Background: an optimization exercise with open tools, aiming at small area and a short achievable clock period. Do not read the settings as production practice.
Function was checked by simulation only, so behaviour that the tests miss may differ from the original.
Power and IR drop assume default switching activity.

## juniper
Design spi_frame_receiver, start of the top module:
module spi_frame_receiver
#(
    parameter int SPRITE_NUM    = 16,
    parameter int SPRITE_ADDR_W = 12,
    parameter int QUEUE_DEPTH   = 32,
    parameter int SYNC_STAGES   = 2
) (
    input  logic                            clock,
    input  logic                            reset_n,
    input  logic                            spi_sck,
    input  logic                            spi_mosi,
    input  logic                            spi_cs_n,
    output logic                            spi_miso,
    output logic [$clog2(SPRITE_NUM)-1:0]   sprite_w_select,
    output logic                            sprite_w_en,
    output logic [SPRITE_ADDR_W-1:0]        sprite_w_addr,
    output logic [7:0]                      sprite_w_data,
    input  logic                            dequeue,
    output logic                            is_empty,
    output logic [7:0]                      sprite_id,
    output logic [15:0]                     sprite_x,
    output logic [15:0]                     sprite_y,
    output logic [7:0]                      sprite_scale,
    output logic [$clog2(QUEUE_DEPTH):0]    queue_level,
    output logic                            overflow
);
For scale: roughly 3400 cells after synthesis, about 1700 flip-flops.
clock: 5.5 ns
lec_check: 0
cap_margin: 20
core_margin: 2
core_utilization: 60
cts_cluster_diameter: 45
cts_cluster_size: 24
place_density: 0.7
setup_slack_margin: 3.2
slew_margin: 20
tns_end_percent: 20
run.sh (not shown) runs the stock make flow with config.mk's settings and CLKGATE_MAP_FILE= SYNTH_SCRIPT=/design/flow/synth_recipe.tcl, a recipe that flattens the netlist after the stock synthesis.
The inputs of tundra differ from those of juniper as listed below.
--- a/flow/config.mk
+++ b/flow/config.mk
@@ -10 +10 @@
-export CORE_UTILIZATION = 60
+export CORE_UTILIZATION = 80
@@ -13 +13 @@
-export PLACE_DENSITY = 0.7
+export PLACE_DENSITY = 0.88
@@ -16 +15,0 @@
-export TNS_END_PERCENT = 20
==> comparison <==
Die span in x: juniper and tundra compared, lower one is tundra
tundra: it failed with a tool error in global routing, so there are no final results.
tundra — effective utilization at floorplan 20 points higher, juniper as reference
Count of instances resized after the clock tree is built up 125 in tundra wrt juniper
tundra and juniper ended up with roughly the same complex-gate fraction of the synthesized area.
#### Input delta (indigo over tundra)
--- a/flow/config.mk
+++ b/flow/config.mk
@@ -10 +10 @@
-export CORE_UTILIZATION = 80
+export CORE_UTILIZATION = 60
@@ -13 +13 @@
-export PLACE_DENSITY = 0.88
+export PLACE_DENSITY = 0.7
Notes after the runs:
For the buffer count from post-CTS setup fixing, indigo came in about 17% lower than tundra did. Compared with tundra, indigo shows a higher placed cell count. From indigo to tundra, number of H-tree branching levels did not move at all. indigo was carried through to the last stage, and its layout satisfied the timing, design-rule and antenna checks.
### indigo -> amber
--- a/flow/config.mk
+++ b/flow/config.mk
@@ -11 +11 @@
-export CTS_CLUSTER_DIAMETER = 45
+export CTS_CLUSTER_DIAMETER = 80
@@ -14 +14 @@
-export SETUP_SLACK_MARGIN = 3.2
+export SETUP_SLACK_MARGIN = 3.35
--- outcome ---
- Number of violations reported at the end of detailed-routing iteration 0 shrinks by a few percent when moving from indigo to amber.
- Detailed-routed wire length on met3 of amber exceeds that of indigo slightly.
- Worst setup slack: amber and indigo compared, higher one is amber
- When amber is measured against indigo, its ratio of final minimum period to clock period turns out 1.3 points lower.
- amber vs indigo, post-synthesis to final-layout area growth went down by 3.6 points.
- [compare] base=indigo new=amber: part of the power in the clock network shrank by 10 points, met2 layer usage reported by global route held steady, power in the clock group shrank by 35%, delay of the slowest cell on the worst path held steady.
--- input diff amber..sierra ---
--- a/flow/config.mk
+++ b/flow/config.mk
@@ -11 +11 @@
-export CTS_CLUSTER_DIAMETER = 80
+export CTS_CLUSTER_DIAMETER = 45
@@ -14 +14 @@
-export SETUP_SLACK_MARGIN = 3.35
+export SETUP_SLACK_MARGIN = 3.4
==> run notes <==
sierra vs. amber: routed wire length shows an increase of 4700 µm, internal power summed over all cells now sits higher, actual slew at the worst max-slew pin stayed essentially flat, number of port buffers flat, synthesized cell count saw little to no change. sierra: antenna diode count 1 below amber. Per the comparison of sierra with amber, routability-driven placement congestion ratio shows no meaningful change; worst-case setup margin in the final layout now smaller; biggest cell delay along the critical path shows a reduction of 0.03 ns.
Here is what was changed in the inputs of zinc compared with sierra.
--- a/flow/config.mk
+++ b/flow/config.mk
@@ -11,2 +11,2 @@
-export CTS_CLUSTER_DIAMETER = 45
-export CTS_CLUSTER_SIZE = 24
+export CTS_CLUSTER_DIAMETER = 70
+export CTS_CLUSTER_SIZE = 28
@@ -14 +14 @@
-export SETUP_SLACK_MARGIN = 3.4
+export SETUP_SLACK_MARGIN = 3.2
Against sierra, zinc reports a wire length per cell after detailed routing that is lower.
Between sierra and zinc, the flow reports fmax increasing by a few percent.
[compare] base=sierra new=zinc: number of enable flip-flop cells after synthesis roughly the same, total net switching power -19%, switching portion of total power shrank by 0.88 points.
Going from sierra to zinc, time the worst path needs with I/O delays and setup has decreased, total global routing track utilization has decreased.
Post-synthesis to final-layout area growth ends up higher on sierra.
zinc vs. sierra: final instance area went down by about 6.5%.
Going from sierra to zinc, the ratio of final minimum period to clock period was found to have gone down by 1.6 points.
Compared zinc vs sierra, and worst path setup slack after routing is up in zinc.

Setup of run 1:
Starting RTL as in the previous note.
Design spi_frame_receiver, start of the top module:
module spi_frame_receiver
#(
    parameter int SPRITE_NUM    = 16,
    parameter int SPRITE_ADDR_W = 12,
    parameter int QUEUE_DEPTH   = 32,
    parameter int SYNC_STAGES   = 2
) (
    input  logic                            clock,
    input  logic                            reset_n,
    input  logic                            spi_sck,
    input  logic                            spi_mosi,
    input  logic                            spi_cs_n,
    output logic                            spi_miso,
    output logic [$clog2(SPRITE_NUM)-1:0]   sprite_w_select,
    output logic                            sprite_w_en,
    output logic [SPRITE_ADDR_W-1:0]        sprite_w_addr,
    output logic [7:0]                      sprite_w_data,
    input  logic                            dequeue,
    output logic                            is_empty,
    output logic [7:0]                      sprite_id,
    output logic [15:0]                     sprite_x,
    output logic [15:0]                     sprite_y,
    output logic [7:0]                      sprite_scale,
  ...
Settings: LEC_CHECK=0, CAP_MARGIN=20, CORE_MARGIN=2, CORE_UTILIZATION=70, CTS_CLUSTER_DIAMETER=50, CTS_CLUSTER_SIZE=30, PLACE_DENSITY=0.8, SETUP_SLACK_MARGIN=3.3, SLEW_MARGIN=20; clock period 5.5 ns.
The following lists how run 2 was set up differently from run 1:
Settings: changing CTS_CLUSTER_DIAMETER from 50 to 80; changing CTS_CLUSTER_SIZE from 30 to 24; changing CORE_UTILIZATION from 70 to 60; changing SETUP_SLACK_MARGIN from 3.3 to 3.2; changing PLACE_DENSITY from 0.8 to 0.7.
Notes after the runs:
- Looking at the reports, run 2 completed the entire flow and the layout it produced met the timing, design-rule and antenna checks.
- Relative to run 1, leakage power decreased by 1.3 nW in run 2.
- Run 2 vs run 1 on relative area change from synthesis to final layout: run 2 is the lower one.
- Post-route cell area of run 2 falls short of that of run 1 by a few percent.
- Run 2 vs. run 1: combinational fraction of design power rose by 0.3 points; setup slack went up by 97 ps; sequential cell area comparable.
- NOTE: total internal power in run 2 falls short of that of run 1
- In run 2 the clock share of power turned out 8.4 points lower than in run 1.
## Diff of input files: run 3 against run 2
Settings: changing CTS_CLUSTER_DIAMETER from 80 to 50; changing CTS_CLUSTER_SIZE from 24 to 30; changing PLACE_DENSITY from 0.7 to 0.8; changing SETUP_SLACK_MARGIN from 3.2 to 3.0; changing CORE_UTILIZATION from 60 to 70.
[summary]
- | buffer count from post-CTS setup fixing | higher: run 2 |
- Run 3 against run 2: synthesized cell count flat, achievable clock frequency now sits lower, count of placed standard cells including taps moved down, worst hold margin fell 23 ps.
- Run 3 ended up with fewer standard cells than run 2.
- Run 3 packs its core more tightly than run 2.
## Diff of input files: run 4 against run 3
Settings: a change of CTS_CLUSTER_DIAMETER from 50 to 45; a change of CTS_CLUSTER_SIZE from 30 to 24; a change of CORE_UTILIZATION from 70 to 60; a change of PLACE_DENSITY from 0.8 to 0.7.
Share of final-layout standard cells stronger than drive strength 1: run 4 > run 3. On post-synth design cell area, run 4 and run 3 are basically level. Fmax: run 4 above run 3. Compared to run 3, run 4 has time the final worst path needs with I/O delays and setup 39 ps lower.
What run 5 does differently from run 4 at the input level:
Settings: a change of CTS_CLUSTER_DIAMETER from 45 to 80; a change of SETUP_SLACK_MARGIN from 3.0 to 3.2; a change of CORE_UTILIZATION from 60 to 65; a change of PLACE_DENSITY from 0.7 to 0.75.
--- outcome ---
Delta (run 5 minus run 4): final total power lost about 16%, largest net degree at the start of global routing lost 10. Run 5 ended up with fewer standard cells than run 4. The final reports for run 5 and run 4 show layout overhead on the synthesized area lower in the former. In run 5, layout clock buffer count is lower than in run 4. Higher met2 usage in global routing among run 5 and run 4: run 5. For run 5, the capturing element of the worst setup path was sprite_x[2], unlike run 4, where it was u_draw_fifo.r_head[45]. Run 5 -> run 4: global-route congestion overflow total delta 0, exact match. There was hardly any difference in routing usage on met3 between run 4 and run 5.

Another version of the RTL of spi_frame_receiver (not shown whole).
For scale: ~3,400 cells after synthesis, ~1,700 flip-flops.
==> flow/config.mk <==
export PLATFORM = sky130hd
export DESIGN_NAME = spi_frame_receiver
export DESIGN_NICKNAME = spi_frame_receiver
export VERILOG_FILES = /design/flow/design.v
export SDC_FILE = /design/flow/constraint.sdc
export NUM_CORES = 4
export LEC_CHECK = 0
export CAP_MARGIN = 20
export CORE_MARGIN = 2
export CORE_UTILIZATION = 60
export PLACE_DENSITY = 0.7
export SETUP_SLACK_MARGIN = 3.0
export SLEW_MARGIN = 20
==> flow/constraint.sdc <==
create_clock -name core_clock -period 5.5 [get_ports {clock}]
set_input_delay 1.1000 -clock core_clock [delete_from_list [all_inputs] [get_ports {clock}]]
set_output_delay 1.1000 -clock core_clock [all_outputs]
set_load 0.01 [all_outputs]
Edit:
Settings changed: SETUP_SLACK_MARGIN 3.0 to 3.5.
Clock skew rises by 14 ps. Area after synthesis does not change. Die area stays the same. Register-to-register slack is worse by 60 ps. Core utilization rises by 3.9 points. Power falls by 0.42%.
Edit:
Settings changed: CTS_CLUSTER_DIAMETER set to 45, CTS_CLUSTER_SIZE set to 24, SETUP_SLACK_MARGIN 3.5 to 3.0.
The new run produced a clean layout.
Non-clock buffer count went down by 126.
Synthesized area stays the same.
Design area went down by 6.5%.
Total power went down by about 3.5%.

-- separate check: timing with driven ports --
In the flow no input, the clock included, has a driving cell. The finished layouts below were timed again as built, in two steps. Step 1: set_driving_cell puts a clkbuf_16 on clock and a buf_2 on each other input, an assumption about the parent block. Step 2, shift: input delay + t, output delay - t, t = (earliest + latest rising clock arrival at the registers) / 2. This alone moves slack from input paths to output paths. Three values: no drivers, after step 1, after step 2; two values: the first two.
run | shift t [ns] | setup slack, ns | hold slack, ns | worst slew at a driven data input, ns
juniper | 0.803 | 3.025 / 2.959 / 2.309 | 0.282 / 0.253 / 0.317 | 0.04
indigo | 0.807 | 3.025 / 2.956 / 2.758 | 0.282 / 0.250 / 0.315 | 0.04
amber | 0.722 | 3.095 / 3.027 / 2.683 | 0.343 / 0.331 / 0.343 | 0.04
sierra | 0.796 | 3.038 / 2.970 / 2.755 | 0.326 / 0.326 / 0.326 | 0.04
zinc | 0.702 | 3.128 / 3.061 / 2.662 | 0.341 / 0.341 / 0.341 | 0.04
run 1 | 0.772 | 3.019 / 2.951 / 2.368 | 0.321 / 0.321 / 0.321 | 0.04
run 2 | 0.722 | 3.116 / 3.050 / 2.821 | 0.338 / 0.332 / 0.338 | 0.04
run 3 | 0.764 | 2.962 / 2.937 / 2.284 | 0.314 / 0.314 / 0.314 | 0.04
run 4 | 0.801 | 3.001 / 2.967 / 2.300 | 0.320 / 0.320 / 0.320 | 0.05
run 5 | 0.720 | 3.111 / 3.044 / 2.683 | 0.337 / 0.337 / 0.337 | 0.05
the first run of note 3 | 0.815 | 2.940 / 2.874 / 2.220 | 0.328 / 0.328 / 0.328 | 0.08
the second run of note 3 | 0.814 | 2.903 / 2.833 / 2.341 | 0.329 / 0.329 / 0.329 | 0.04
the third run of note 3 | 0.808 | 2.941 / 2.873 / 2.267 | 0.324 / 0.324 / 0.324 | 0.08
After both steps setup and hold are still met in every run listed. The setup slack of the first run of note 3, which loses most, moves by -0.066 ns with the drivers and by -0.720 ns with both steps.
